Context: an optimization exercise on an open-source flow, tuned for small area, a short achievable clock period and few clock cycles per item. The choices shown serve that exercise and are no tape-out recipe.
The RTL was checked by simulation tests, not by an equivalence proof against the original design.
Power is estimated from default activity; no workload was simulated.

[flow/design.v]
module pcm_voice_engine #(
    parameter int CHANNELS = 8,
    parameter int ADDR_W   = 24,
    parameter int PITCH_W  = 24
) (
    input  logic              CLK,
    input  logic              NRES,
    input  logic              wr_en,
    input  logic [9:0]        wr_addr,
    input  logic [7:0]        wr_data,
    input  logic              frame_start,
    output logic              rom_req,
    output logic [ADDR_W-1:0] rom_addr,
    input  logic              rom_ack,
    input  logic [7:0]        rom_data,
    output logic              smp_valid,
    output logic [2:0]        smp_ch,
    output logic [15:0]       smp_data,
    output logic              frame_done,
    output logic              frame_ovr
);
    logic [23:0] pitch_q [8];
    logic [23:0] start_q [8];
    logic [23:0] loop_q  [8];
    logic [2:0]  mode_q  [8];
    logic [7:0]  pend_on_q, pend_off_q;
    logic [7:0]  wp_q, ws_q, wl_q;
    logic [24:0] rpos_q  [8];   
    logic [15:0] rfrac_q [8];   
    logic [15:0] racc_q  [8];   
    logic [24:0] rlpos_q [8];   
    logic [7:0]  active_q;                   
    logic [7:0]  first_q, zp_q, zf_q, lw_q;  
    logic [15:0] cd_q [8];      
    logic [15:0] ccd_q;         
    logic [7:0]  cdl_q, cdh_q;  
    logic [7:0]  cv_q, kz_q, mk_q;
    logic        run_q, looped_q;
    logic [2:0]  e_q;
    logic [7:0]  lt_q;          
    logic [23:0] pcur_q;        
    logic [2:0]  mcur_q;        
    logic        wrs_q;         
    logic        smp_valid_q, frame_done_q, frame_ovr_q;
    logic [2:0]  smp_ch_q;
    logic [15:0] smp_data_q;
    logic        rom_req_q;
    logic [23:0] rom_addr_q;
    logic [2:0]  fv_q;
    logic        f16_q, fdp_q, fhi_q, fkz_q, fst_q, flo0_q;
    logic        nval_q, n16_q, ndp_q, nkz_q;
    logic [2:0]  nv_q, fp_q;       
    logic        fpok_q;
    logic [23:0] nst_q, nsc_q;
    function automatic logic [2:0] first_set(input logic [7:0] m);
        logic [2:0] r;
        r = 3'd0;
        for (int i = 7; i >= 0; i--) if (m[i]) r = 3'(i);
        first_set = r;
    endfunction
    function automatic logic [7:0] dpcm_delta(input logic [3:0] n);
        logic [7:0] r;
        case (n)
            4'd0:    r = 8'd0;
            4'd1:    r = 8'd1;
            4'd2:    r = 8'd4;
            4'd3:    r = 8'd9;
            4'd4:    r = 8'd16;
            4'd5:    r = 8'd25;
            4'd6:    r = 8'd36;
            4'd7:    r = 8'd49;
            4'd8:    r = 8'hc0;    
            4'd9:    r = 8'hcf;    
            4'd10:   r = 8'hdc;    
            4'd11:   r = 8'he7;    
            4'd12:   r = 8'hf0;    
            4'd13:   r = 8'hf7;    
            4'd14:   r = 8'hfc;    
            default: r = 8'hff;    
        endcase
        dpcm_delta = r;
    endfunction
    logic       accept, key_on_wr, key_off_wr, wr_set;
    logic [7:0] kon, chg, inv_wr;
    always_comb begin
        accept     = frame_start && !run_q;
        key_on_wr  = wr_en && (wr_addr == 10'h200);
        key_off_wr = wr_en && (wr_addr == 10'h201);
        wr_set     = wr_en && (wr_addr[9:7] == 3'd0);
        kon        = pend_on_q & ~pend_off_q;
        chg        = pend_on_q | pend_off_q;
        for (int v = 0; v < 8; v++) begin
            inv_wr[v] = wr_set && (wr_addr[6:4] == 3'(v))
                        && ((wr_addr[3:2] == 2'd1)
                            || (wr_addr[3:2] == 2'd3 && wr_addr[1:0] == 2'd0));
        end
    end
    logic        x_act, x_cv, x_mk, x_zp, x_zf, x_first, is16, isdp, lpen;
    logic [24:0] p0, pos_a, pos_b, pos_new;
    logic [15:0] f0, a0, x_data;
    logic [7:0]  ph;
    logic [3:0]  nib;
    logic [7:0]  dlt;
    logic        dp_apply;
    logic [8:0]  s9;
    logic [15:0] acc_sat, acc_new, x_smp;
    logic [16:0] fsum;
    logic        c16, same_idx, x_go, x_loop, x_kill, x_exec, x_emit, x_run;
    always_comb begin
        x_act   = active_q[e_q];
        x_cv    = cv_q[e_q];
        x_mk    = mk_q[e_q];
        x_zp    = zp_q[0];
        x_zf    = zf_q[0];
        x_first = first_q[0];
        x_data  = ccd_q;
        is16    = (mcur_q[1:0] == 2'b01);
        isdp    = (mcur_q[1:0] == 2'b10);
        lpen    = mcur_q[2];
        p0      = x_zp ? 25'd0 : rpos_q[0];
        f0      = x_zf ? 16'd0 : rfrac_q[0];
        a0      = x_zf ? 16'd0 : racc_q[0];
        ph      = pcur_q[23:16];
        dlt      = p0[0] ? cdh_q : cdl_q;
        dp_apply = x_first || (p0 != (lw_q[0] ? rlpos_q[0] : 25'd0));
        s9       = {a0[15], a0[15:8]} + {dlt[7], dlt};
        if (!s9[8] && s9[7])      acc_sat = 16'h7fff;
        else if (s9[8] && !s9[7]) acc_sat = 16'h8000;
        else                      acc_sat = {s9[7:0], a0[7:0]};
        acc_new = (isdp && dp_apply) ? acc_sat : a0;
        fsum    = {1'b0, f0} + {1'b0, pcur_q[15:0]};
        c16     = fsum[16];
        pos_a   = p0 + {17'd0, ph};
        pos_b   = p0 + {16'd0, {1'b0, ph} + 9'd1};
        pos_new = c16 ? pos_b : pos_a;
        same_idx = ((ph == 8'd0) && !c16)
                   || (isdp && !p0[0]
                       && (((ph == 8'd1) && !c16) || ((ph == 8'd0) && c16)));
        if (is16)      x_smp = x_data;
        else if (isdp) x_smp = acc_new;
        else           x_smp = {x_data[7:0], 8'h00};
        x_run  = run_q || (frame_start && !chg[0] && !wrs_q);
        x_go   = x_run && (!x_act || x_cv);
        x_loop = x_run && x_act && x_cv && x_mk && lpen && !looped_q;
        x_kill = x_run && x_act && x_cv && x_mk && !(lpen && !looped_q);
        x_exec = x_run && x_act && x_cv && !x_mk;
        x_emit = x_go && !x_loop;
    end
    logic [7:0]  done_m, want_kz, act_nx, need;
    logic        busy, port_free, last_b, fill_ok, cont16, issue, s_load;
    logic        need_c, s_kz, okA, okB;
    logic [7:0]  needA;
    logic [2:0]  candA, candB;
    logic [2:0]  rc;
    logic [24:0] s_pos;
    logic [23:0] s_sc;
    logic [1:0]  s_mode;
    always_comb begin
        busy      = rom_req_q;
        port_free = !rom_req_q || rom_ack;
        last_b    = !f16_q || fhi_q;
        fill_ok   = rom_req_q && rom_ack && last_b && !fst_q && !inv_wr[fv_q];
        cont16    = rom_req_q && rom_ack && f16_q && !fhi_q && !fst_q
                    && !inv_wr[fv_q] && !(accept && !(fkz_q ? kon[fv_q] : !chg[fv_q]));
        issue     = port_free && !cont16 && nval_q;
        s_load    = !nval_q || (port_free && !cont16);
        for (int v = 0; v < 8; v++) begin
            done_m[v]  = !run_q || lt_q[v];
            want_kz[v] = done_m[v] && kon[v];
            act_nx[v]  = done_m[v] ? (!pend_off_q[v] && (active_q[v] || pend_on_q[v]))
                                   : active_q[v];
            need[v]    = act_nx[v] && !(cv_q[v] && (kz_q[v] == want_kz[v]))
                         && !(busy && fv_q == 3'(v))
                         && !(nval_q && nv_q == 3'(v));
        end
        need_c = fpok_q && need[fp_q];
        needA = need;
        if (need_c) needA[fp_q] = 1'b0;
        okA   = |needA;
        okB   = |need;
        candA = (|(needA & ~lt_q)) ? first_set(needA & ~lt_q) : first_set(needA);
        candB = (|(need & ~lt_q))  ? first_set(need & ~lt_q)  : first_set(need);
        rc     = fp_q - e_q;
        s_kz   = want_kz[fp_q];
        s_mode = mode_q[fp_q][1:0];
        s_pos  = (s_kz || zp_q[rc]) ? 25'd0 : rpos_q[rc];
        if (s_mode == 2'b01)      s_sc = {s_pos[22:0], 1'b0};
        else if (s_mode == 2'b10) s_sc = s_pos[24:1];
        else                      s_sc = s_pos[23:0];
    end
    logic       wr_byte_ok;
    logic [23:0] wr_lane;
    always_comb begin
        wr_byte_ok = (wr_addr[1:0] != 2'd3);
        wr_lane    = {(wr_addr[1:0] == 2'd2) ? wr_data : 8'd0,
                      (wr_addr[1:0] == 2'd1) ? wr_data : 8'd0,
                      (wr_addr[1:0] == 2'd0) ? wr_data : 8'd0};
    end
    always_ff @(posedge CLK) begin
        for (int c = 0; c < 8; c++) begin
            if (wr_set && wr_byte_ok && (wr_addr[6:4] == 3'(c))) begin
                for (int j = 0; j < 3; j++) begin
                    if (wr_addr[3:2] == 2'd0 && (wr_addr[1:0] == 2'(j) || !wp_q[c]))
                        pitch_q[c][8*j +: 8] <= wr_lane[8*j +: 8];
                    if (wr_addr[3:2] == 2'd1 && (wr_addr[1:0] == 2'(j) || !ws_q[c]))
                        start_q[c][8*j +: 8] <= wr_lane[8*j +: 8];
                    if (wr_addr[3:2] == 2'd2 && (wr_addr[1:0] == 2'(j) || !wl_q[c]))
                        loop_q[c][8*j +: 8] <= wr_lane[8*j +: 8];
                end
            end
        end
    end
    always_ff @(posedge CLK or negedge NRES) begin
        if (!NRES) begin
            for (int c = 0; c < 8; c++) mode_q[c] <= '0;
            wp_q       <= '0;
            ws_q       <= '0;
            wl_q       <= '0;
            pend_on_q  <= '0;
            pend_off_q <= '0;
        end else begin
            for (int c = 0; c < 8; c++) begin
                if (wr_set && wr_byte_ok && (wr_addr[6:4] == 3'(c))) begin
                    case (wr_addr[3:2])
                        2'd0: wp_q[c] <= 1'b1;
                        2'd1: ws_q[c] <= 1'b1;
                        2'd2: wl_q[c] <= 1'b1;
                        default: if (wr_addr[1:0] == 2'd0) mode_q[c] <= wr_data[2:0];
                    endcase
                end
            end
            pend_on_q  <= (accept ? 8'd0 : pend_on_q)
                          | (key_on_wr ? wr_data : 8'd0);
            pend_off_q <= (accept ? 8'd0 : pend_off_q)
                          | (key_off_wr ? wr_data : 8'd0);
        end
    end
    always_ff @(posedge CLK) begin
        if (x_emit) begin
            for (int i = 0; i < 7; i++) rlpos_q[i] <= rlpos_q[i+1];
            rlpos_q[7] <= (x_exec && isdp) ? p0 : rlpos_q[0];
            for (int i = 0; i < 7; i++) begin
                rpos_q[i]  <= rpos_q[i+1];
                rfrac_q[i] <= rfrac_q[i+1];
                racc_q[i]  <= racc_q[i+1];
            end
            if (x_exec) begin
                rpos_q[7]  <= pos_new;
                rfrac_q[7] <= fsum[15:0];
                racc_q[7]  <= acc_new;
            end else begin
                rpos_q[7]  <= rpos_q[0];
                rfrac_q[7] <= rfrac_q[0];
                racc_q[7]  <= racc_q[0];
            end
        end else if (x_loop) begin
            rpos_q[0] <= {1'b0, wl_q[e_q] ? loop_q[e_q] : 24'd0};
        end
        if (x_emit) begin
            pcur_q <= wp_q[e_q + 3'd1] ? pitch_q[e_q + 3'd1] : 24'd0;
            mcur_q <= mode_q[e_q + 3'd1];
        end else if (!run_q) begin
            pcur_q <= wp_q[0] ? pitch_q[0] : 24'd0;
            mcur_q <= mode_q[0];
        end
        begin
            logic [15:0] b;
            logic [2:0]  ne;
            ne = x_emit ? e_q + 3'd1 : e_q;
            b  = x_emit ? cd_q[e_q + 3'd1] : ccd_q;
            if (rom_req_q && rom_ack && fv_q == ne) begin
                if (fhi_q) b[15:8] = rom_data;
                else       b[7:0]  = rom_data;
            end
            ccd_q <= b;
            cdl_q <= dpcm_delta(b[3:0]);
            cdh_q <= dpcm_delta(b[7:4]);
        end
        for (int c = 0; c < 8; c++) begin
            if (rom_req_q && rom_ack && fv_q == 3'(c)) begin
                if (fhi_q) cd_q[c][15:8] <= rom_data;
                else       cd_q[c][7:0]  <= rom_data;
            end
        end
        smp_ch_q   <= e_q;
        smp_data_q <= x_exec ? x_smp : 16'd0;
        if (port_free) begin
            if (cont16)      rom_addr_q <= rom_addr_q + 24'd1;
            else if (nval_q) rom_addr_q <= nst_q + nsc_q;
        end
        if (s_load) begin
            nv_q  <= fp_q;
            nst_q <= ws_q[fp_q] ? start_q[fp_q] : 24'd0;
            nsc_q <= s_sc;
            n16_q <= (s_mode == 2'b01);
            ndp_q <= (s_mode == 2'b10);
        end
        if (port_free && !cont16 && nval_q) begin
            fv_q  <= nv_q;
            f16_q <= n16_q;
            fdp_q <= ndp_q;
        end
        if (rom_req_q && rom_ack && !fhi_q) flo0_q <= (rom_data == 8'h00);
    end
    always_ff @(posedge CLK or negedge NRES) begin
        if (!NRES) begin
            active_q     <= '0;
            first_q      <= '0;
            zp_q         <= '0;
            zf_q         <= '0;
            lw_q         <= '0;
            cv_q         <= '0;
            kz_q         <= '0;
            mk_q         <= '0;
            run_q        <= 1'b0;
            wrs_q        <= 1'b0;
            looped_q     <= 1'b0;
            e_q          <= '0;
            lt_q         <= '0;
            smp_valid_q  <= 1'b0;
            frame_done_q <= 1'b0;
            frame_ovr_q  <= 1'b0;
            rom_req_q    <= 1'b0;
            fhi_q        <= 1'b0;
            fkz_q        <= 1'b0;
            fst_q        <= 1'b0;
            nval_q       <= 1'b0;
            nkz_q        <= 1'b0;
            fp_q         <= '0;
            fpok_q       <= 1'b0;
        end else begin
            for (int c = 0; c < 8; c++) begin
                logic cv_n, kz_n;
                cv_n = cv_q[c];
                kz_n = kz_q[c];
                if (fill_ok && fv_q == 3'(c)) begin
                    cv_n = 1'b1;
                    kz_n = fkz_q;
                    mk_q[c] <= f16_q ? (flo0_q && rom_data == 8'h80)
                             : fdp_q ? (rom_data == 8'h88)
                                     : (rom_data == 8'h80);
                end
                if (accept) begin
                    cv_n = cv_n && (kz_n ? kon[c] : !chg[c]);
                    kz_n = 1'b0;
                    if (pend_off_q[c]) begin
                        active_q[c] <= 1'b0;
                    end else if (pend_on_q[c]) begin
                        active_q[c] <= 1'b1;
                        first_q[c]  <= 1'b1;
                        zp_q[c]     <= 1'b1;
                        zf_q[c]     <= 1'b1;
                    end
                end
                if (inv_wr[c]) cv_n = 1'b0;
                if (e_q == 3'(c)) begin
                    if (x_loop) cv_n = 1'b0;
                    if (x_exec) cv_n = same_idx;
                    if (x_kill) active_q[c] <= 1'b0;
                end
                cv_q[c] <= cv_n;
                kz_q[c] <= kz_n;
            end
            if (x_emit) begin
                for (int i = 0; i < 7; i++) begin
                    first_q[i] <= first_q[i+1] || (accept && kon[i+1]);
                    zp_q[i]    <= zp_q[i+1]    || (accept && kon[i+1]);
                    zf_q[i]    <= zf_q[i+1]    || (accept && kon[i+1]);
                    lw_q[i]    <= lw_q[i+1];
                end
                first_q[7] <= first_q[0] && !x_exec;
                zp_q[7]    <= zp_q[0] && !x_exec;
                zf_q[7]    <= zf_q[0] && !x_exec;
                lw_q[7]    <= lw_q[0] || (x_exec && isdp);
            end else if (x_loop) begin
                zp_q[0] <= 1'b0;
            end
            frame_ovr_q  <= frame_start && run_q;
            wrs_q        <= wr_set;
            smp_valid_q  <= x_emit;
            frame_done_q <= x_emit && (e_q == 3'd7);
            if (accept) run_q <= 1'b1;
            if (x_loop) looped_q <= 1'b1;
            if (x_emit) begin
                looped_q <= 1'b0;
                e_q      <= e_q + 3'd1;
                lt_q     <= (e_q == 3'd7) ? 8'd0 : {lt_q[6:0], 1'b1};
                if (e_q == 3'd7) run_q <= 1'b0;
            end
            if (rom_req_q && !rom_ack) begin
                fst_q <= fst_q || inv_wr[fv_q]
                         || (accept && !(fkz_q ? kon[fv_q] : !chg[fv_q]));
                if (accept) fkz_q <= 1'b0;
            end
            if (port_free) begin
                if (cont16) begin
                    fhi_q <= 1'b1;
                    if (accept) fkz_q <= 1'b0;
                end else if (nval_q) begin
                    rom_req_q <= 1'b1;
                    fhi_q     <= 1'b0;
                    fkz_q     <= accept ? 1'b0 : nkz_q;
                    fst_q     <= inv_wr[nv_q]
                                 || (accept && !(nkz_q ? kon[nv_q] : !chg[nv_q]));
                end else begin
                    rom_req_q <= 1'b0;
                end
            end
            if (s_load) begin
                fp_q   <= candA;
                fpok_q <= okA;
            end else begin
                fp_q   <= candB;
                fpok_q <= okB;
            end
            if (s_load) begin
                nval_q <= need_c && !inv_wr[fp_q]
                          && !(accept && !(s_kz ? kon[fp_q] : !chg[fp_q]));
                nkz_q  <= accept ? 1'b0 : s_kz;
            end else begin
                nval_q <= !inv_wr[nv_q]
                          && !(accept && !(nkz_q ? kon[nv_q] : !chg[nv_q]));
                if (accept) nkz_q <= 1'b0;
            end
        end
    end
    assign rom_req    = rom_req_q;
    assign rom_addr   = rom_addr_q;
    assign smp_valid  = smp_valid_q;
    assign smp_ch     = smp_ch_q;
    assign smp_data   = smp_data_q;
    assign frame_done = frame_done_q;
    assign frame_ovr  = frame_ovr_q;
endmodule
[flow/run.sh]
#!/bin/bash
# synth_recipe.tcl (not shown) runs the flow's synth.tcl, then flattens the netlist and writes it again
# the make line also repeats each setting of config.mk as NAME=value (left out here)
make -C /OpenROAD-flow-scripts/flow DESIGN_CONFIG=/design/flow/config.mk WORK_HOME=/design/flow/orfs CLKGATE_MAP_FILE= SYNTH_SCRIPT=/design/flow/synth_recipe.tcl finish
[flow/config.mk]
export PLATFORM = sky130hd
export DESIGN_NAME = pcm_voice_engine
export DESIGN_NICKNAME = pcm_voice_engine
export VERILOG_FILES = /design/flow/design.v
export SDC_FILE = /design/flow/constraint.sdc
export NUM_CORES = 4
export LEC_CHECK = 0
export CAP_MARGIN = 20
export CORE_MARGIN = 2
export CORE_UTILIZATION = 55
export CTS_BUF_LIST = sky130_fd_sc_hd__clkbuf_8
export CTS_CLUSTER_SIZE = 20
export SETUP_SLACK_MARGIN = 3.0
export SLEW_MARGIN = 20
[flow/constraint.sdc]
create_clock -name core_clock -period 6.5 [get_ports {CLK}]
set_input_delay 1.3000 -clock core_clock [delete_from_list [all_inputs] [get_ports {CLK}]]
set_output_delay 1.3000 -clock core_clock [all_outputs]
set_load 0.01 [all_outputs]
==> results of run 1 <==
worst paths after layout:
check,endpoint,cells past startpoint,slack [ns],from
hold / removal,wp_q[5],1,0.34,NRES
hold reg to reg,rfrac_q[0][6],0,0.40,rfrac_q[1][6]
setup reg to reg,rpos_q[7][16],17,2.81,zf_q[0]
min in group core_clock,rfrac_q[0][6],0,0.40,rfrac_q[1][6]
max in group asynchronous,run_q,2,4.50,NRES
setup / recovery,rpos_q[7][16],17,2.81,zf_q[0]
power by group through the flow:
stage | sequential, mW | clock [mW] | combinational (mW)
floorplan | 14.0 | 0 | 8.96
global placement | 14.6 | 0 | 13.0
detailed placement | 14.6 | 0 | 13.1
CTS | 14.4 | 8.78 | 15.8
global route | 14.5 | 9.21 | 19.4
finish | 14.4 | 8.58 | 18.2
state kept, by name, summed over array words and instances, names as in the netlist, 16 cells and up:
name	count
pcur_q	24
rfrac_q	128
cd_q	128
mode_q	24
start_q	192
rpos_q	200
smp_data_q	16
loop_q	192
racc_q	128
rom_addr_q	24
pitch_q	192
nst_q	24
nsc_q	24
rlpos_q	200
ccd_q	16
routing by layer:
layer,wire [um],vias up
met5,37,-
met3,16000,420
met2,86800,1935
met1,81400,22000
met4,6600,6
li1,-,19400
area by class of cell:
type,instances,area share
flip-flops and latches,1670,0.602
multi-input cells,2767,0.254
clock buffers,312,0.0528
repair buffers,415,0.0511
well taps,1650,0.0254
clock inverters,181,0.00965
inverters,85,0.00446
repair inverters,2,0.000215
diodes,5,0.000154
Yosys cell counts (57+ instances only):
| master | instances | area, um2 |
|---|---|---|
| ha_1 | 80 | 1000 |
| inv_1 | 79 | 297 |
| nor2_1 | 257 | 965 |
| nand2b_1 | 78 | 488 |
| a22oi_1 | 57 | 428 |
| a222oi_1 | 58 | 581 |
| xor2_1 | 57 | 499 |
| a221oi_1 | 64 | 561 |
| nor3_1 | 59 | 295 |
| nand3_1 | 75 | 375 |
| o21ai_0 | 172 | 861 |
| a31oi_1 | 61 | 382 |
| a22o_1 | 77 | 674 |
| mux2_2 | 183 | 2060 |
| nand2_1 | 439 | 1650 |
| dfrtp_1 | 155 | 3880 |
| xnor2_1 | 62 | 543 |
| a21oi_1 | 325 | 1630 |
| clkbuf_1 | 212 | 796 |
| nor2b_1 | 70 | 438 |
| edfxtp_1 | 1470 | 44100 |
through the flow:
stage                     setup slack (ns)  hold WS [ns]
after floorplan                       2.02         0.400
after global placement                1.34         0.401
after detailed placement              1.24         0.405
after CTS                             2.89         0.318
after global routing                  2.71         0.346
final                                 2.81         0.337
kinds of logic after synthesis:
kind of cell / share of synthesized area
DFF: 0.708
and+or+nand+nor: 0.0810
AOI/OAI and AO/OA: 0.111
buffers and inverters: 0.0203
muxes: 0.0473
xor gates and xnor gates: 0.0153
adders and majority gates: 0.0162
what timing repair did:
| item | 4_1_cts | 5_1_grt |
|---|---|---|
| buffers inserted | 134 | 61 |
| pin swaps | 52 | 83 |
| setup endpoints to repair | 1072 | 792 |
| cloned | 10 | 4 |
| hold endpoints to repair | 0 | 0 |
| gates resized for setup | 221 | 250 |
==> impl_metrics.env, run 1 <==
export IMPL_outcome="finished clean"
export IMPL_grt_pass1_vias=42000
export IMPL_grt_busiest_layer="met2"
export IMPL_holdCritPathClass="in2async"
export IMPL_design_area_um2=81300
export IMPL_ios=78
export IMPL_fin_crit_sh=0.567
export IMPL_final_fill_count=9158
export IMPL_fmax_ghz=0.271
export IMPL_ys_ff_latch=1670
export IMPL_multi_input_area_um2=20700
export IMPL_ir_drop_v=0.000381
export IMPL_antenna_found_initial=12
export IMPL_insertion_delay_ns=1.00
export IMPL_critPathBufInv=5
export IMPL_overflow=0
export IMPL_routed_wirelength_um=191000
export IMPL_gr_usage_met1=0.421
export IMPL_place_gp_congestion=0.953
export IMPL_rsz0062_at_grt="yes"
export IMPL_max_stage_delay_ns=0.43
export IMPL_track_usage=0.293
export IMPL_cp_arrival_ns=4.42
export IMPL_vias=43800
export IMPL_cp_max_fo=4
export IMPL_stdcell_count=7087
export IMPL_num_rows=130
export IMPL_cp_top_family="compound AO/OA/AOI/OAI gates"
export IMPL_drt_pass1_iter_count=7
export IMPL_die_area_um2=128000
export IMPL_ant_nets=0
export IMPL_area_delta_synth_final_pct=17.7
export IMPL_worstPathRequired_ns=7.24
export IMPL_synth_main_ff_cell="edfxtp_1"
export IMPL_power_density_nw_per_um2=506
export IMPL_internal_power_mw=25.5
export IMPL_p_sw_mw=15.6
export IMPL_use_met3=0.0634
export IMPL_grt_max_degree=211
export IMPL_final_core_util=0.650
export IMPL_seq_area_um2=48900
export IMPL_clkSlewWorstSetupHoldPaths_ns=0.06
export IMPL_cts_tree="yes"
export IMPL_numCtsBuffers=291
export IMPL_numPortBuffers=77
export IMPL_layout_drive_gt1_share=0.232
export IMPL_h_tree_depth=5
export IMPL_final_nets=5349
export IMPL_fin_skew_ns=0.0740
export IMPL_maxCapViolCount=0
export IMPL_dp_hpwl_um=118000
export IMPL_seq_area_frac_synth=0.708
export IMPL_synth_nets=4911
export IMPL_yosys_warnings=10
export IMPL_clkSinkCount=1670
export IMPL_critPathSlowestCell="dfrtp_2"
export IMPL_final_cell_mix="edfxtp_1, nand2_1, clkbuf_8, a21oi_1, buf_4"
export IMPL_grt_pass1_wl_um=276000
export IMPL_p_sw_frac=0.380
export IMPL_dieHeight_um=358
export IMPL_synth_edff_count=1470
export IMPL_clockRootBuffer="clkbuf_8"
export IMPL_initial_core_util=0.552
export IMPL_drv_slew=0
export IMPL_period_minus_slack_ns=3.69
export IMPL_grt_util_met2=0.442
export IMPL_synthCells=4794
export IMPL_numPlacedInstances=6378
export IMPL_worstMarginPinSlew_ns=1.24
export IMPL_setup_tns_ns=0
export IMPL_relSlewSlack=0.174
export IMPL_cp_start_kind="flop"
export IMPL_hold_viol_final=0
export IMPL_synth_area_per_cell_um2=14.4
export IMPL_async_reset_ff_frac=0.0928
export IMPL_power_total_mw=41.2
export IMPL_setup_violations_final=0
export IMPL_place_area_um2=72200
export IMPL_clkPwrFrac=0.208
export IMPL_avgViaCountPerCell=6.18
export IMPL_syn_cell_area_um2=69100
export IMPL_wire_per_inst_um=26.9
export IMPL_power_leakage_nw=27.8
export IMPL_coreArea_um2=125000
export IMPL_drc=0
export IMPL_p_seq_frac=0.351
export IMPL_die_w_um=358
export IMPL_cts_hold_buf=0
export IMPL_crit_type="reg2reg"
export IMPL_worstPathCellList="buf_12 > nor2b_4 > ha_2 > inv_2 > fa_2 > nor2b_2 > o31a_1 > o311ai_4 > buf_6 > a211o_1 > o311ai_4 > a41oi_2 > a21oi_4 > buf_12 > buf_8 > nand4_1 > xor2_2"
export IMPL_comb_power_share=0.441
export IMPL_yosysUniqueCellTypes=101
export IMPL_drt_initial_drc_count=5196
export IMPL_layout_commonest_cell="edfxtp_1"
export IMPL_clock_path_buffers=4
export IMPL_cp_end_kind="flop"
Testbench counts, summed over its fixed seeds: cycles 18,735, frames 1,536.
==> run 2, diff against run 1 <==
--- a/flow/config.mk
+++ b/flow/config.mk
@@ -10,5 +10,3 @@
 export CORE_UTILIZATION = 55
-export CTS_BUF_LIST = sky130_fd_sc_hd__clkbuf_8
-export CTS_CLUSTER_SIZE = 20
-export SETUP_SLACK_MARGIN = 3.0
+export SETUP_SLACK_MARGIN = 2.7
 export SLEW_MARGIN = 20
==> impl_metrics.env, run 2 <==
export IMPL_outcome="finished clean"
export IMPL_layout_commonest_cell="edfxtp_1"
export IMPL_power_total_mw=38.8
export IMPL_synth_top_area_frac=0.639
export IMPL_synth_edff_count=1470
export IMPL_fmax_ghz=0.261
export IMPL_power_leakage_nw=26.5
export IMPL_clock_path_buffers=3
export IMPL_fin_skew_ns=0.0384
export IMPL_coreArea_um2=125000
export IMPL_r2r_start="e_q[1]"
export IMPL_design_area_um2=79300
export IMPL_synth_nets=4911
export IMPL_worstPathRequired_ns=7.18
export IMPL_synth_main_ff_cell="edfxtp_1"
export IMPL_ff2ff_setup_slack_ns=2.77
export IMPL_worstHoldEndpoint="rlpos_q[3][23]"
export IMPL_synthCells=4794
export IMPL_cp_end_kind="flop"
export IMPL_dieHeight_um=358
export IMPL_r2r_end="rpos_q[0][20]"
export IMPL_ir_drop_v=0.000508
export IMPL_yosysMostFrequentCell="edfxtp_1"
export IMPL_worstMarginPinSlew_ns=1.25
export IMPL_drt_initial_drc_count=5318
export IMPL_avgViaCountPerCell=6.28
export IMPL_dp_hpwl_um=122000
export IMPL_synthTopCellsByArea="edfxtp_1, dfrtp_1, mux2_2"
export IMPL_numPortBuffers=77
export IMPL_cts_tree="yes"
export IMPL_seq_area_frac_synth=0.708
export IMPL_final_nets=5074
export IMPL_cp_start_kind="input pin"
export IMPL_reg2reg_depth=10
export IMPL_synth_top_area_cell="edfxtp_1"
export IMPL_reg_largest_list="rlpos_q x200, rpos_q x200"
export IMPL_final_core_util=0.634
export IMPL_crit_start="wr_addr[9]"
export IMPL_yosysUniqueCellTypes=101
export IMPL_clkSlewWorstSetupHoldPaths_ns=0.06
export IMPL_cp_max_fo=8
export IMPL_ys_ff_latch=1670
export IMPL_setup_violations_final=0
export IMPL_syn_cell_area_um2=69100
export IMPL_die_w_um=358
export IMPL_h_tree_depth=4
export IMPL_fin_hold_ws_ns=0.405
export IMPL_track_usage=0.291
export IMPL_period_minus_slack_ns=3.83
export IMPL_die_area_um2=128000
export IMPL_antenna_found_initial=11
export IMPL_area_delta_synth_final_pct=14.8
export IMPL_power_density_nw_per_um2=489
export IMPL_rsz0062_at_grt="yes"
export IMPL_yosys_warnings=10
export IMPL_final_cell_mix="edfxtp_1, nand2_1, a21oi_1, nor2_1, mux2_2"
export IMPL_fin_crit_sh=0.589
export IMPL_holdCritPathClass="reg2reg"
export IMPL_async_reset_ff_frac=0.0928
export IMPL_grt_max_degree=214
export IMPL_vias=42400
export IMPL_place_gp_congestion=0.927
export IMPL_cp_arrival_ns=4.51
export IMPL_maxCapViolCount=0
export IMPL_overflow=0
export IMPL_relSlewSlack=0.168
export IMPL_numCtsBuffers=172
export IMPL_final_fill_count=9252
export IMPL_routed_wirelength_um=189000
export IMPL_initial_core_util=0.552
export IMPL_setup_tns_ns=0
export IMPL_drc=0
export IMPL_ios=78
export IMPL_drt_pass1_iter_count=9
export IMPL_num_rows=130
export IMPL_ant_nets=0
export IMPL_clockRootBuffer="clkbuf_16"
export IMPL_hp_start="rlpos_q[4][23]"
export IMPL_cts_hold_buf=0
export IMPL_crit_type="in2reg"
export IMPL_place_area_um2=72000
export IMPL_layout_drive_gt1_share=0.164
export IMPL_grt_pass1_wl_um=273000
export IMPL_wire_per_inst_um=27.9
export IMPL_clkSinkCount=1670
export IMPL_hold_path_depth=0
export IMPL_yosys_top_cells_count="edfxtp_1, nand2_1, a21oi_1"
export IMPL_synth_area_per_cell_um2=14.4
export IMPL_insertion_delay_ns=0.80
export IMPL_hold_viol_final=0
export IMPL_grt_pass1_vias=40300
export IMPL_drv_slew=0
## run 2: cell count changes in the layout (fill, tap and decap cells not counted), sizes merged, moves of 4 or more
| cell | before | now |
|---|---|---|
| buf | 332 | 181 |
| bufinv | 1 | 19 |
| clkbuf | 315 | 233 |
| clkinv | 75 | 57 |
| clkinvlp | 12 | 16 |
| inv | 180 | 88 |
## run 2: logic make-up (layout without fill, tap and decap cells)
logic type,Yosys count,after routing,share of synthesized area
AND/OR/NAND/NOR,1176,1177,0.0810
XOR/XNOR,120,121,0.0153
AO/OA/AOI/OAI,1114,1114,0.111
other,0,7,0
buffers and inverters,360,670,0.0203
flip-flops,1670,1670,0.708
adder cells (fa/ha/maj),86,86,0.0162
multiplexers,268,268,0.0473
## run 2: worst max-delay path by stage
stage	to	cells past startpoint
after floorplan	racc_q[0][0]	8
after detailed placement	start_q[0][2]	6
final	cv_q[4]	11
after CTS	pitch_q[6][3]	6
after global placement	start_q[0][6]	6
after global routing	smp_data_q[8]	16
## run 2: stage by stage
step	cells	setup WS [ns]
floorplan	4794	2.02
global placement	6361	1.18
detailed placement	6361	1.12
CTS	6731	2.63
global route	6757	2.63
finish	6763	2.67
## run 2: cell type report
| class | count | area [um2] | share of cell area |
|---|---|---|---|
| antenna | 7 | 17.5 | 0.000221 |
| clock buffer | 230 | 4840 | 0.0610 |
| timing repair buffer | 260 | 2460 | 0.0311 |
| timing repair inverter | 2 | 20.0 | 0.000253 |
| tap | 1650 | 2060 | 0.0260 |
| clock inverter | 93 | 1080 | 0.0137 |
| sequential | 1670 | 48900 | 0.617 |
| multi-input combinational | 2766 | 19500 | 0.246 |
| inverter | 85 | 359 | 0.00453 |
## run 2: worst max-delay path: stages
cell,delay [ns]
clkdlybuf4s50_1,0.67
nor4b_4,0.08
buf_4,0.19
and3_4,0.21
a41o_1,0.21
a211o_1,0.38
nor3_1,0.64
mux2i_1,0.36
xnor2_1,0.15
o21ai_0,0.09
a22o_1,0.22
## run 2: timing repair
item | 4_1_cts | 5_1_grt
gates resized for setup | 99 | 58
pin swaps | 12 | 13
buffers inserted | 43 | 21
cloned | 4 | 3
setup endpoints to repair | 1189 | 244
## run 2: where the power goes
group          switching, mW  internal (mW)  leakage, nW
combinational           8.85           5.27         8.97
clock                   4.19           6.02         2.88
sequential              1.10           13.4         14.6
## run 2: metal layers
metal  up-vias  track usage  share of wire  wire [um]
met5         -            0        0.00038         71
met4        10        0.102          0.033       6220
met3       335       0.0559          0.082      15600
met2      1761        0.428           0.44      83700
met1     21500        0.437           0.44      83300
li1      18900            -              -          -
==> run 3, diff against run 2 <==
--- a/flow/config.mk
+++ b/flow/config.mk
@@ -9,4 +9,4 @@
 export CORE_MARGIN = 2
-export CORE_UTILIZATION = 55
-export SETUP_SLACK_MARGIN = 2.7
+export CORE_UTILIZATION = 60
+export SETUP_SLACK_MARGIN = 3.5
 export SLEW_MARGIN = 20
==> impl_metrics.env, run 3 <==
export IMPL_yosys_top_cells_count="edfxtp_1, nand2_1, a21oi_1"
export IMPL_holdCritPathClass="reg2reg"
export IMPL_clock_path_buffers=3
export IMPL_ff2ff_setup_slack_ns=2.76
export IMPL_worstMarginPinSlew_ns=1.38
export IMPL_clkSinkCount=1670
export IMPL_fin_hold_ws_ns=0.403
export IMPL_synth_main_ff_cell="edfxtp_1"
export IMPL_hold_path_depth=0
export IMPL_place_gp_congestion=0.972
export IMPL_overflow=0
export IMPL_synth_nets=4911
export IMPL_cts_hold_buf=0
export IMPL_synth_adder_area_share=0.0162
export IMPL_syn_cell_area_um2=69100
export IMPL_drt_initial_drc_count=6775
export IMPL_numPlacedInstances=6220
export IMPL_final_core_util=0.779
export IMPL_initial_core_util=0.605
export IMPL_drt_pass1_iter_count=9
export IMPL_power_total_mw=47.5
export IMPL_critPathBufInv=8
export IMPL_fin_crit_sh=0.575
export IMPL_muxShareOfSynthArea=0.0473
export IMPL_yosysMostFrequentCell="edfxtp_1"
export IMPL_cp_max_fo=6
export IMPL_die_w_um=343
export IMPL_clockRootBuffer="clkbuf_16"
export IMPL_fmax_ghz=0.267
export IMPL_synthTopCellsByArea="edfxtp_1, dfrtp_1, mux2_2"
export IMPL_ys_ff_latch=1670
export IMPL_grt_pass1_wl_um=293000
export IMPL_synth_edff_count=1470
export IMPL_relSlewSlack=0.0796
export IMPL_final_nets=5549
export IMPL_num_rows=124
export IMPL_place_area_um2=71900
export IMPL_seq_area_frac_synth=0.708
export IMPL_synth_top_area_frac=0.639
export IMPL_reg2reg_depth=17
export IMPL_grt_pass1_vias=43200
export IMPL_worstPathCellList="buf_12 > clkinv_8 > ha_4 > inv_2 > fa_4 > xnor2_4 > buf_6 > xnor2_4 > buf_12 > buf_12 > buf_16 > nand3b_1 > buf_6 > o21ai_0 > a21oi_1 > a31oi_1 > o21ai_0"
export IMPL_routed_wirelength_um=225000
export IMPL_ios=78
export IMPL_max_stage_delay_ns=0.46
export IMPL_power_density_nw_per_um2=534
export IMPL_maxCapViolCount=0
export IMPL_async_reset_ff_frac=0.0928
export IMPL_crit_type="reg2reg"
export IMPL_numCtsBuffers=168
export IMPL_final_fill_count=6297
export IMPL_antenna_found_initial=9
export IMPL_timing_critical_path_mode_cell="buf_12"
export IMPL_wire_per_inst_um=31.7
export IMPL_hold_viol_final=0
export IMPL_r2r_end="nsc_q[23]"
export IMPL_synthSimpleGateAreaFrac=0.0810
export IMPL_avgViaCountPerCell=6.81
export IMPL_r2r_start="fp_q[0]"
export IMPL_area_delta_synth_final_pct=28.8
export IMPL_synth_area_per_cell_um2=14.4
export IMPL_layout_commonest_cell="edfxtp_1"
export IMPL_insertion_delay_ns=0.82
export IMPL_outcome="finished clean"
export IMPL_cp_arrival_ns=4.28
export IMPL_drc=0
export IMPL_hp_start="rlpos_q[1][6]"
export IMPL_cp_top_family="buffers and inverters"
export IMPL_synth_top_area_cell="edfxtp_1"
export IMPL_yosys_area_share_xor_xnor=0.0153
export IMPL_fin_skew_ns=0.0509
export IMPL_synth_compound_area_frac=0.111
export IMPL_cp_start_kind="flop"
export IMPL_reg_largest_list="rlpos_q x200, rpos_q x200"
export IMPL_worstHoldEndpoint="rlpos_q[0][6]"
export IMPL_dieHeight_um=343
export IMPL_drv_slew=0
export IMPL_critPathSlowestCell="fa_4"
export IMPL_cts_tree="yes"
export IMPL_layout_drive_gt1_share=0.310
export IMPL_synthCells=4794
export IMPL_design_area_um2=89000
export IMPL_numPortBuffers=77
export IMPL_dp_hpwl_um=118000
export IMPL_setup_tns_ns=0
export IMPL_vias=48200
export IMPL_h_tree_depth=4
export IMPL_worstPathRequired_ns=7.04
export IMPL_power_leakage_nw=30.8
export IMPL_cp_end_kind="flop"
export IMPL_setup_violations_final=0
export IMPL_track_usage=0.342
export IMPL_pre_cts_ws_ns=1.26
export IMPL_ir_drop_v=0.000494
export IMPL_stdcell_count=7082
export IMPL_ant_nets=0
export IMPL_yosysUniqueCellTypes=101
export IMPL_final_cell_mix="edfxtp_1, nand2_1, buf_4, clkbuf_16, a21oi_1"
export IMPL_setup_ws_ns=2.76
export IMPL_grt_max_degree=57
export IMPL_synth_top_family_by_area="compound AO/OA/AOI/OAI gates"
export IMPL_clkSlewWorstSetupHoldPaths_ns=0.07
export IMPL_coreArea_um2=114000
export IMPL_die_area_um2=118000
export IMPL_rsz0062_at_grt="yes"
export IMPL_yosys_warnings=10
export IMPL_period_minus_slack_ns=3.74
[run 3: changes by cell type in the layout (fill, tap and decap cells not counted), moves of 37 or more]
| cell | previous run | this run |
|---|---|---|
| clkdlybuf4s50_1 | 73 | 34 |
| buf_6 | 8 | 105 |
| buf_12 | 11 | 82 |
| clkbuf_16 | 180 | 224 |
| buf_4 | 154 | 304 |
| a21oi_4 | 3 | 47 |
| o21ai_0 | 155 | 111 |
| buf_8 | 5 | 52 |
| nor2_1 | 251 | 202 |
| nand2_1 | 436 | 374 |
| a21oi_1 | 288 | 216 |
| buf_16 | 3 | 57 |
| nand2_2 | 3 | 40 |
[run 3: worst reg2reg max path, delay by kind of cell, from the launching register on]
family	cells	cell delay [ns]
buffers and inverters	8	1.07
adder cells (fa/ha/maj)	2	0.58
AO/OA/AOI/OAI	4	0.80
XOR/XNOR	2	0.36
AND/OR/NAND/NOR	1	0.27
flip-flops	1	0.39
[run 3: cells by family after synthesis]
| family | count (synthesis) |
|---|---|
| fa+ha+maj | 86 |
| simple gates | 1176 |
| buf+inv | 360 |
| flops | 1670 |
| mux | 268 |
| xor+xnor | 120 |
| compound gates | 1114 |
[run 3: worst max-delay path by stage]
| stage | to | from | cells after the start |
|---|---|---|---|
| finish | nsc_q[23] | fp_q[0] | 17 |
| global route | rpos_q[7][23] | zf_q[0] | 18 |
| CTS | rpos_q[7][12] | zf_q[0] | 17 |
| detailed placement | rlpos_q[6][2] | frame_start | 7 |
| global placement | rlpos_q[5][1] | frame_start | 7 |
| floorplan | racc_q[0][0] | frame_start | 8 |
[run 3: repair_timing]
| item | in CTS | in global routing |
|---|---|---|
| resized for setup | 684 | 523 |
| buffers inserted | 267 | 145 |
| pin swaps | 167 | 185 |
| hold endpoints to repair | 0 | 0 |
| gates cloned | 54 | 87 |
| setup endpoints to repair | 1702 | 1253 |
[run 3: area by class of cell]
class	instances	area (um2)	area share
Sequential cell	1670	49000	0.550
Multi-Input combinational cell	2767	22600	0.254
Timing Repair Buffer	737	9700	0.109
Clock buffer	221	4570	0.0513
Tap cell	1512	1890	0.0213
Clock inverter	85	828	0.00931
Inverter	85	374	0.00420
Timing Repair inverter	3	33.8	0.000380
Antenna cell	2	5.00	0.0000562
[run 3: metal layers]
metal / GRT usage / routed length [um] / up-vias
met5: 0 / 41 / -
met4: 0.141 / 12200 / 6
met3: 0.0616 / 24900 / 785
met2: 0.511 / 102000 / 3434
met1: 0.501 / 85800 / 24100
li1: - / - / 19800
[run 3: report_power, final]
group | internal, mW | switching (mW) | total [mW]
clock | 5.38 | 4.30 | 9.69
sequential | 13.4 | 1.27 | 14.6
combinational | 10.3 | 12.8 | 23.2
==> run 4, diff against run 3 <==
--- a/flow/config.mk
+++ b/flow/config.mk
@@ -9,4 +9,4 @@
 export CORE_MARGIN = 2
-export CORE_UTILIZATION = 60
-export SETUP_SLACK_MARGIN = 3.5
+export CORE_UTILIZATION = 50
+export SETUP_SLACK_MARGIN = 3.2
 export SLEW_MARGIN = 20
==> impl_metrics.env, run 4 <==
export IMPL_cp_max_fo=6
export IMPL_synth_nets=4911
export IMPL_grt_max_degree=143
export IMPL_ant_nets=0
export IMPL_fmax_ghz=0.277
export IMPL_ir_drop_v=0.000469
export IMPL_ios=78
export IMPL_power_leakage_nw=28.3
export IMPL_antenna_found_initial=12
export IMPL_drt_initial_drc_count=5297
export IMPL_final_nets=5294
export IMPL_crit_path_end="rpos_q[7][24]"
export IMPL_drv_slew=0
export IMPL_synth_main_ff_cell="edfxtp_1"
export IMPL_drt_pass1_iter_count=7
export IMPL_die_area_um2=141000
export IMPL_period_minus_slack_ns=3.62
export IMPL_yosys_warnings=10
export IMPL_h_tree_depth=4
export IMPL_power_density_nw_per_um2=538
export IMPL_max_stage_delay_ns=0.50
export IMPL_crit_type="reg2reg"
export IMPL_place_gp_congestion=0.946
export IMPL_pre_cts_ws_ns=1.21
export IMPL_stdcell_count=7122
export IMPL_clkSlewWorstSetupHoldPaths_ns=0.06
export IMPL_insertion_delay_ns=0.80
export IMPL_setup_ws_ns=2.88
export IMPL_numCtsBuffers=172
export IMPL_outcome="finished clean"
export IMPL_fin_skew_ns=0.0222
export IMPL_grt_pass1_vias=42200
export IMPL_yosys_top_cells_count="edfxtp_1, nand2_1, a21oi_1"
export IMPL_async_reset_ff_frac=0.0928
export IMPL_clock_path_buffers=3
export IMPL_worstPathCellList="nor2b_2 > ha_2 > inv_2 > fa_2 > nor2b_4 > o31a_1 > o311ai_4 > buf_6 > a211o_1 > o311ai_4 > a41oi_2 > a21oi_4 > and2_4 > nand4_1 > xor2_1"
export IMPL_fin_crit_sh=0.556
export IMPL_reg2reg_depth=15
export IMPL_synthCells=4794
export IMPL_setup_tns_ns=0
export IMPL_initial_core_util=0.503
export IMPL_synth_top_area_cell="edfxtp_1"
export IMPL_wire_per_inst_um=27.8
export IMPL_synthTopCellsByArea="edfxtp_1, dfrtp_1, mux2_2"
export IMPL_cts_tree="yes"
export IMPL_vias=44300
export IMPL_dp_hpwl_um=120000
export IMPL_layout_commonest_cell="edfxtp_1"
export IMPL_r2r_start="zf_q[0]"
export IMPL_holdCritPathClass="reg2reg"
export IMPL_rsz0062_at_grt="yes"
export IMPL_design_area_um2=83900
export IMPL_routed_wirelength_um=198000
export IMPL_cp_end_kind="flop"
export IMPL_synth_area_per_cell_um2=14.4
export IMPL_coreArea_um2=137000
export IMPL_overflow=0
export IMPL_reg_largest_list="rlpos_q x200, rpos_q x200"
export IMPL_synth_edff_count=1470
export IMPL_area_delta_synth_final_pct=21.5
export IMPL_worstMarginPinSlew_ns=1.10
export IMPL_avgViaCountPerCell=6.22
export IMPL_timing_critical_path_mode_cell="o311ai_4"
export IMPL_syn_cell_area_um2=69100
export IMPL_maxCapViolCount=0
export IMPL_track_usage=0.274
export IMPL_dieHeight_um=376
export IMPL_clockRootBuffer="clkbuf_16"
export IMPL_critPathSlowestCell="dfrtp_2"
export IMPL_yosysUniqueCellTypes=101
export IMPL_die_w_um=376
export IMPL_place_area_um2=72200
export IMPL_cp_arrival_ns=4.16
export IMPL_seq_area_frac_synth=0.708
export IMPL_num_rows=136
export IMPL_setup_violations_final=0
export IMPL_numPortBuffers=77
export IMPL_cp_start_kind="flop"
export IMPL_ff2ff_setup_slack_ns=2.88
export IMPL_grt_pass1_wl_um=284000
export IMPL_synth_top_area_frac=0.639
export IMPL_final_cell_mix="edfxtp_1, nand2_1, buf_4, nor2_1, a21oi_1"
export IMPL_drc=0
export IMPL_yosysMostFrequentCell="edfxtp_1"
export IMPL_hold_viol_final=0
export IMPL_crit_start="zf_q[0]"
export IMPL_r2r_end="rpos_q[7][24]"
export IMPL_relSlewSlack=0.267
export IMPL_worstPathRequired_ns=7.05
export IMPL_layout_drive_gt1_share=0.254
export IMPL_clkSinkCount=1670
export IMPL_ys_ff_latch=1670
export IMPL_numPlacedInstances=6490
export IMPL_cts_hold_buf=0
export IMPL_hp_start="rfrac_q[3][3]"
[run 4: worst min-delay path by stage]
stage / to / slack (ns) / cells past startpoint
final: rfrac_q[2][3] / 0.41 / 0
after floorplan: f16_q / 0.40 / 0
after global routing: rfrac_q[4][3] / 0.41 / 0
after global placement: racc_q[4][6] / 0.40 / 0
after detailed placement: racc_q[2][0] / 0.40 / 0
after CTS: rfrac_q[4][3] / 0.40 / 0
[run 4: metal layers]
metal / up-vias / GRT usage / share of wire
met2: 2088 / 0.411 / 0.45
met1: 22500 / 0.398 / 0.43
li1: 19300 / - / -
met5: - / 0 / 0.00014
met4: 4 / 0.0965 / 0.036
met3: 400 / 0.0559 / 0.087
[run 4: cells by family (layout without fill, tap and decap cells)]
kind of cell    after synthesis  count (layout)  share of synthesized area
mux                         268             268                     0.0473
flops                      1670            1670                      0.708
fa+ha+maj                    86              86                     0.0162
xor+xnor                    120             120                     0.0153
buf+inv                     360             888                     0.0203
other cells                   0               3                          0
compound gates             1114            1116                      0.111
simple gates               1176            1177                     0.0810
[run 4: cell type report]
cell class | instances | area [um2]
clock buffer | 228 | 4720
multi-input combinational | 2767 | 21500
sequential | 1670 | 48900
clock inverter | 94 | 945
timing repair inverter | 3 | 26.3
antenna | 3 | 7.51
timing repair buffer | 478 | 5180
tap | 1794 | 2240
inverter | 85 | 370
fill | 10300 | 53400
[run 4: critical path, delay by kind of cell (launching register included)]
| kind | cells | cell delay (ns) |
|---|---|---|
| XOR/XNOR | 1 | 0.18 |
| adder cells (fa/ha/maj) | 2 | 0.57 |
| AND/OR/NAND/NOR | 4 | 0.63 |
| flip-flops | 1 | 0.50 |
| AO/OA/AOI/OAI | 6 | 1.28 |
| buffers and inverters | 2 | 0.20 |
[run 4: timing repair]
item / 4_1_cts / 5_1_grt
setup buffers: 167 / 109
pin swaps: 105 / 113
gates cloned: 20 / 10
setup endpoints to repair: 1492 / 809
endpoints found under the hold margin: 0 / 0
resized for setup: 449 / 273
[run 4: stage by stage]
step / hold WS (ns) / util / total power, mW
5_1_grt: 0.408 / 0.611 / 46.9
6_report: 0.407 / 0.611 / 45.1
2_1_floorplan: 0.400 / - / 23.1
3_5_place_dp: 0.405 / 0.526 / 27.7
3_3_place_gp: 0.400 / 0.526 / 27.7
4_1_cts: 0.402 / 0.595 / 42.7
[run 4: where the power goes]
part | internal [mW] | total [mW] | switching, mW | leakage [nW]
logic | 9.26 | 20.8 | 11.6 | 10.9
registers | 13.3 | 14.4 | 1.06 | 14.6
clock network | 5.73 | 9.91 | 4.18 | 2.77
==> run 5, diff against run 4 <==
--- a/flow/config.mk
+++ b/flow/config.mk
@@ -9,4 +9,4 @@
 export CORE_MARGIN = 2
-export CORE_UTILIZATION = 50
-export SETUP_SLACK_MARGIN = 3.2
+export CORE_UTILIZATION = 60
+export SETUP_SLACK_MARGIN = 3.0
 export SLEW_MARGIN = 20
==> impl_metrics.env, run 5 <==
export IMPL_num_rows=124
export IMPL_fin_hold_ws_ns=0.408
export IMPL_comb_power_share=0.440
export IMPL_p_seq_frac=0.338
export IMPL_power_leakage_nw=27.6
export IMPL_cp_arrival_ns=4.24
export IMPL_synth_compound_area_frac=0.111
export IMPL_cp_max_fo=6
export IMPL_p_sw_mw=16.0
export IMPL_fin_crit_sh=0.567
export IMPL_muxShareOfSynthArea=0.0473
export IMPL_syn_cell_area_um2=69100
export IMPL_worstPathCellList="buf_6 > buf_6 > ha_4 > inv_2 > fa_4 > xnor2_4 > buf_6 > xnor2_4 > buf_6 > buf_12 > mux2i_4 > o21ai_2 > a221oi_2 > or3_4 > o22ai_4 > mux2_4"
export IMPL_relSlewSlack=0.219
export IMPL_place_gp_congestion=1.00
export IMPL_timing_critical_path_mode_cell="buf_6"
export IMPL_die_area_um2=118000
export IMPL_yosys_warnings=10
export IMPL_clkSinkCount=1670
export IMPL_cp_end_kind="flop"
export IMPL_layout_drive_gt1_share=0.218
export IMPL_wire_per_inst_um=28.6
export IMPL_drt_pass1_iter_count=9
export IMPL_synth_top_area_frac=0.639
export IMPL_ir_drop_v=0.000504
export IMPL_yosysMostFrequentCell="edfxtp_1"
export IMPL_setup_ws_ns=2.82
export IMPL_track_usage=0.319
export IMPL_synth_top_area_cell="edfxtp_1"
export IMPL_holdCritPathClass="reg2reg"
export IMPL_outcome="finished clean"
export IMPL_crit_type="reg2reg"
export IMPL_cp_top_family="buffers and inverters"
export IMPL_cts_tree="yes"
export IMPL_clock_path_buffers=3
export IMPL_maxCapViolCount=0
export IMPL_numCtsBuffers=168
export IMPL_vias=44000
export IMPL_yosys_area_share_xor_xnor=0.0153
export IMPL_period_minus_slack_ns=3.68
export IMPL_setup_tns_ns=0
export IMPL_overflow=0
export IMPL_reg_largest_list="rlpos_q x200, rpos_q x200"
export IMPL_p_sw_frac=0.372
export IMPL_ys_ff_latch=1670
export IMPL_async_reset_ff_frac=0.0928
export IMPL_fmax_ghz=0.271
export IMPL_seq_area_frac_synth=0.708
export IMPL_dp_hpwl_um=118000
export IMPL_clkPwrFrac=0.222
export IMPL_clockRootBuffer="clkbuf_16"
export IMPL_yosysUniqueCellTypes=101
export IMPL_drc=0
export IMPL_synth_top_family_by_area="compound AO/OA/AOI/OAI gates"
export IMPL_power_total_mw=43.0
export IMPL_grt_pass1_vias=41100
export IMPL_rsz0062_at_grt="yes"
export IMPL_grt_max_degree=104
export IMPL_ios=78
export IMPL_synth_area_per_cell_um2=14.4
export IMPL_pre_cts_ws_ns=1.43
export IMPL_drv_slew=0
export IMPL_synthSimpleGateAreaFrac=0.0810
export IMPL_dieHeight_um=343
export IMPL_area_delta_synth_final_pct=18.5
export IMPL_final_nets=5225
export IMPL_antenna_found_initial=13
export IMPL_cp_start_kind="flop"
export IMPL_drt_initial_drc_count=5437
export IMPL_avgViaCountPerCell=6.51
export IMPL_hold_viol_final=0
export IMPL_worstMarginPinSlew_ns=1.17
export IMPL_worstPathRequired_ns=7.05
export IMPL_clkSlewWorstSetupHoldPaths_ns=0.07
export IMPL_coreArea_um2=114000
export IMPL_internal_power_mw=27.0
export IMPL_power_density_nw_per_um2=525
export IMPL_final_core_util=0.717
export IMPL_synthTopCellsByArea="edfxtp_1, dfrtp_1, mux2_2"
export IMPL_initial_core_util=0.605
export IMPL_setup_violations_final=0
export IMPL_critPathSlowestCell="fa_4"
export IMPL_final_cell_mix="edfxtp_1, nand2_1, a21oi_1, nor2_1, buf_4"
export IMPL_synth_nets=4911
export IMPL_synth_main_ff_cell="edfxtp_1"
export IMPL_max_stage_delay_ns=0.50
export IMPL_fin_skew_ns=0.0361
export IMPL_synth_adder_area_share=0.0162
export IMPL_critPathBufInv=6
export IMPL_synthCells=4794
export IMPL_yosys_top_cells_count="edfxtp_1, nand2_1, a21oi_1"
export IMPL_h_tree_depth=4
export IMPL_numPortBuffers=77
export IMPL_ant_nets=0
export IMPL_die_w_um=343
export IMPL_synth_edff_count=1470
export IMPL_layout_commonest_cell="edfxtp_1"
export IMPL_grt_pass1_wl_um=273000
export IMPL_routed_wirelength_um=193000
export IMPL_insertion_delay_ns=0.81
==> run 5: timing repair <==
| item | 4_1_cts | 5_1_grt |
|---|---|---|
| gates resized for setup | 289 | 248 |
| pin swaps | 61 | 95 |
| endpoints found under the setup margin | 1425 | 454 |
| hold buffers | 0 | 0 |
| buffers inserted | 110 | 79 |
| gates cloned | 15 | 16 |
==> run 5: cells by family (layout without fill, tap and decap cells) <==
family                     Yosys count  in the layout
AOI/OAI and AO/OA                 1114           1115
muxes                              268            268
buffers and inverters              360            808
and+or+nand+nor                   1176           1177
other                                0              4
xor gates and xnor gates           120            121
adders and majority gates           86             86
DFF                               1670           1670
==> run 5: power by group through the flow <==
stage,Clock (mW),Sequential (mW),Combinational (mW)
floorplan,0,14.0,8.96
global placement,0,14.7,12.6
detailed placement,0,14.7,12.8
CTS,9.65,14.5,15.6
global route,10.1,14.6,19.9
finish,9.54,14.5,18.9
==> run 5: area by class of cell <==
type	instances	area, um2
Sequential cell	1670	48900
Fill cell	7466	32300
Multi-Input combinational cell	2767	20800
Timing Repair Buffer	415	4520
Clock buffer	213	4450
Tap cell	1512	1890
Clock inverter	94	926
Inverter	85	353
Antenna cell	4	10.0
Timing Repair inverter	1	8.76
==> run 5: worst paths after layout <==
kind                              start  slack [ns]  cells after the start      endpoint
min in group asynchronous          NRES        0.44                      1       wp_q[7]
setup / recovery                 e_q[0]        2.82                     16     nsc_q[22]
max in group asynchronous          NRES        4.44                      2         run_q
hold / removal             racc_q[7][4]        0.41                      0  racc_q[6][4]
setup reg to reg                 e_q[0]        2.82                     16     nsc_q[22]
hold reg to reg            racc_q[7][4]        0.41                      0  racc_q[6][4]
==> run 5: stage by stage <==
| stage | cells | cell area, um2 |
|---|---|---|
| after floorplan | 4794 | 69400 |
| after global placement | 6228 | 71900 |
| after detailed placement | 6229 | 71900 |
| after CTS | 6661 | 79800 |
| after global routing | 6759 | 81900 |
| final | 6761 | 81900 |
==> run 5: worst register-to-register path: cells and delay by family, from the launching register on <==
| family | cells | cell delay, ns |
|---|---|---|
| fa+ha+maj | 2 | 0.62 |
| xor+xnor | 2 | 0.49 |
| compound gates | 3 | 0.47 |
| simple gates | 1 | 0.22 |
| flops | 1 | 0.44 |
| mux | 2 | 0.49 |
| buf+inv | 6 | 0.71 |
==> run 5: layer usage <==
layer | global-route usage | vias to the layer above | share of wire
met5 | 0 | - | 0.000067
met4 | 0.133 | 2 | 0.042
met3 | 0.0686 | 450 | 0.095
met2 | 0.476 | 2334 | 0.45
met1 | 0.460 | 22100 | 0.41
li1 | - | 19200 | -
==> run 6, diff against run 5 <==
--- a/flow/config.mk
+++ b/flow/config.mk
@@ -9,3 +9,4 @@
 export CORE_MARGIN = 2
-export CORE_UTILIZATION = 60
+export CORE_UTILIZATION = 55
+export PLACE_DENSITY = 0.7
 export SETUP_SLACK_MARGIN = 3.0
==> impl_metrics.env, run 6 <==
export IMPL_outcome="finished clean"
export IMPL_stdcell_count=6863
export IMPL_crit_type="reg2reg"
export IMPL_ant_nets=0
export IMPL_grt_pass1_vias=41100
export IMPL_power_density_nw_per_um2=519
export IMPL_cp_start_kind="flop"
export IMPL_cp_top_family="compound AO/OA/AOI/OAI gates"
export IMPL_max_stage_delay_ns=0.41
export IMPL_worstMarginPinSlew_ns=1.44
export IMPL_drt_initial_drc_count=6113
export IMPL_yosys_top_cells_count="edfxtp_1, nand2_1, a21oi_1"
export IMPL_wire_per_inst_um=27.5
export IMPL_critPathBufInv=3
export IMPL_dieHeight_um=358
export IMPL_final_core_util=0.653
export IMPL_clockRootBuffer="clkbuf_16"
export IMPL_ys_ff_latch=1670
export IMPL_numPortBuffers=77
export IMPL_syn_cell_area_um2=69100
export IMPL_insertion_delay_ns=0.83
export IMPL_initial_core_util=0.552
export IMPL_track_usage=0.283
export IMPL_final_nets=5185
export IMPL_cts_hold_buf=0
export IMPL_fin_skew_ns=0.0478
export IMPL_fin_crit_sh=0.567
export IMPL_overflow=0
export IMPL_layout_drive_gt1_share=0.217
export IMPL_area_delta_synth_final_pct=18.2
export IMPL_numPlacedInstances=6335
export IMPL_async_reset_ff_frac=0.0928
export IMPL_yosysUniqueCellTypes=101
export IMPL_seq_area_frac_synth=0.708
export IMPL_synth_nets=4911
export IMPL_synthTopCellsByArea="edfxtp_1, dfrtp_1, mux2_2"
export IMPL_cp_arrival_ns=4.23
export IMPL_hold_viol_final=0
export IMPL_yosysMostFrequentCell="edfxtp_1"
export IMPL_power_leakage_nw=27.4
export IMPL_numCtsBuffers=167
export IMPL_synth_top_area_frac=0.639
export IMPL_die_area_um2=128000
export IMPL_ir_drop_v=0.000424
export IMPL_dp_hpwl_um=116000
export IMPL_vias=43900
export IMPL_clock_path_buffers=3
export IMPL_holdCritPathClass="reg2reg"
export IMPL_cts_tree="yes"
export IMPL_cp_max_fo=4
export IMPL_synth_area_per_cell_um2=14.4
export IMPL_drt_pass1_iter_count=9
export IMPL_clkSlewWorstSetupHoldPaths_ns=0.06
export IMPL_avgViaCountPerCell=6.39
export IMPL_maxCapViolCount=0
export IMPL_final_cell_mix="edfxtp_1, nand2_1, nor2_1, a21oi_1, buf_4"
export IMPL_synth_edff_count=1470
export IMPL_yosys_warnings=10
export IMPL_rsz0062_at_grt="yes"
export IMPL_synthCells=4794
export IMPL_relSlewSlack=0.0402
export IMPL_drc=0
export IMPL_grt_max_degree=198
export IMPL_drv_slew=0
export IMPL_worstPathCellList="buf_6 > buf_12 > buf_6 > nor2b_4 > ha_4 > o21a_1 > o31a_1 > o311ai_4 > a21oi_2 > o311ai_4 > a41oi_2 > a21oi_4 > nand4_1 > xor2_1 > o21ai_1"
export IMPL_setup_violations_final=0
export IMPL_fmax_ghz=0.271
export IMPL_layout_commonest_cell="edfxtp_1"
export IMPL_reg_largest_list="rlpos_q x200, rpos_q x200"
export IMPL_ios=78
export IMPL_num_rows=130
export IMPL_h_tree_depth=4
export IMPL_synth_top_area_cell="edfxtp_1"
export IMPL_coreArea_um2=125000
export IMPL_routed_wirelength_um=189000
export IMPL_antenna_found_initial=11
export IMPL_grt_pass1_wl_um=267000
export IMPL_worstPathRequired_ns=7.04
export IMPL_period_minus_slack_ns=3.69
export IMPL_die_w_um=358
export IMPL_fin_hold_ws_ns=0.409
export IMPL_synth_main_ff_cell="edfxtp_1"
export IMPL_cp_end_kind="flop"
export IMPL_setup_tns_ns=0
export IMPL_clkSinkCount=1670
export IMPL_critPathSlowestCell="dfrtp_2"
export IMPL_place_gp_congestion=0.961
-- run 6: path summary, 6_finish.rpt --
path / depth (start not counted) / slack, ns / to / start
setup reg to reg: 15 / 2.81 / rpos_q[7][14] / zf_q[0]
min in group asynchronous: 1 / 0.43 / wp_q[3] / NRES
setup / recovery: 15 / 2.81 / rpos_q[7][14] / zf_q[0]
hold / removal: 0 / 0.41 / rfrac_q[1][8] / rfrac_q[2][8]
hold reg to reg: 0 / 0.41 / rfrac_q[1][8] / rfrac_q[2][8]
max in group asynchronous: 2 / 4.69 / fp_q[1] / NRES
-- run 6: per-layer routing --
layer | vias up | global-route usage | routed length (um)
met2 | 2433 | 0.416 | 84900
met3 | 462 | 0.0663 | 19300
met4 | 6 | 0.110 | 7700
met5 | - | 0 | 46
met1 | 21900 | 0.410 | 77100
li1 | 19100 | - | -
-- run 6: report_power, final --
group	switching [mW]	internal, mW	total, mW
Combinational	10.6	7.81	18.5
Sequential	1.18	13.4	14.5
Clock	4.11	5.26	9.37
-- run 6: cells by family after synthesis --
logic type | count (synthesis) | share of synthesized area
AOI/OAI and AO/OA | 1114 | 0.111
xor gates and xnor gates | 120 | 0.0153
adders and majority gates | 86 | 0.0162
buffers and inverters | 360 | 0.0203
DFF | 1670 | 0.708
muxes | 268 | 0.0473
and+or+nand+nor | 1176 | 0.0810
-- run 6: repair_timing --
item	in CTS	in global routing
gates cloned	8	15
resized for setup	219	304
pin swaps	54	121
setup endpoints to repair	1431	903
setup buffers	110	78
endpoints found under the hold margin	0	0
-- run 6: area by class of cell --
cell class | count | area [um2]
antenna | 4 | 10.0
clock buffer | 221 | 4490
clock inverter | 89 | 807
fill | 8553 | 43400
inverter | 85 | 353
multi-input combinational | 2768 | 20900
sequential | 1670 | 48900
tap | 1650 | 2060
timing repair buffer | 374 | 4050
timing repair inverter | 2 | 17.5
-- run 6: per-stage QoR --
step | instance area (um2) | worst slack (ns) | total power, mW
global route | 81600 | 2.76 | 44.0
finish | 81600 | 2.81 | 42.4
CTS | 79200 | 2.72 | 38.9
floorplan | 69400 | 2.02 | 23.0
global placement | 71900 | 1.44 | 27.2
detailed placement | 71900 | 1.35 | 27.4

what the ideal ports hide:
Ports are ideal in the flow. The routed layouts listed here were re-timed in OpenROAD.
Step 1 sets driving cells, clkbuf_16 on the clock port and buf_2 on the other inputs (assumed; they add their load-dependent delay and slew).
Step 2, shift: input delay + t, output delay - t, t = (earliest + latest rising clock arrival at the registers) / 2. This alone moves slack from input paths to output paths.
Three values: no drivers, after step 1, after step 2; two values: the first two.
run | t (ns) | setup slack, ns | worst setup path at the end | worst register clock-pin slew, ns | worst data-port slew with drivers (ns)
run 1 | 1.038 | 2.813 / 2.813 / 1.835 | input to register | 0.07 / 0.07 | 0.18
run 2 | 0.865 | 2.670 / 2.727 / 1.862 | input to register | 0.07 / 0.07 | 0.20
run 3 | 0.881 | 2.761 / 2.761 / 1.880 | input to register | 0.08 / 0.08 | 0.16
run 4 | 0.862 | 2.885 / 2.885 / 2.050 | input to register | 0.07 / 0.07 | 0.16
run 5 | 0.869 | 2.815 / 2.815 / 2.040 | input to register | 0.07 / 0.07 | 0.12
run 6 | 0.879 | 2.812 / 2.812 / 2.081 | input to register | 0.07 / 0.07 | 0.19
After both steps every run listed still meets setup and hold. For run 1, which loses most, drivers alone change the setup slack by 0.000 ns; drivers and shift together by -0.978 ns.
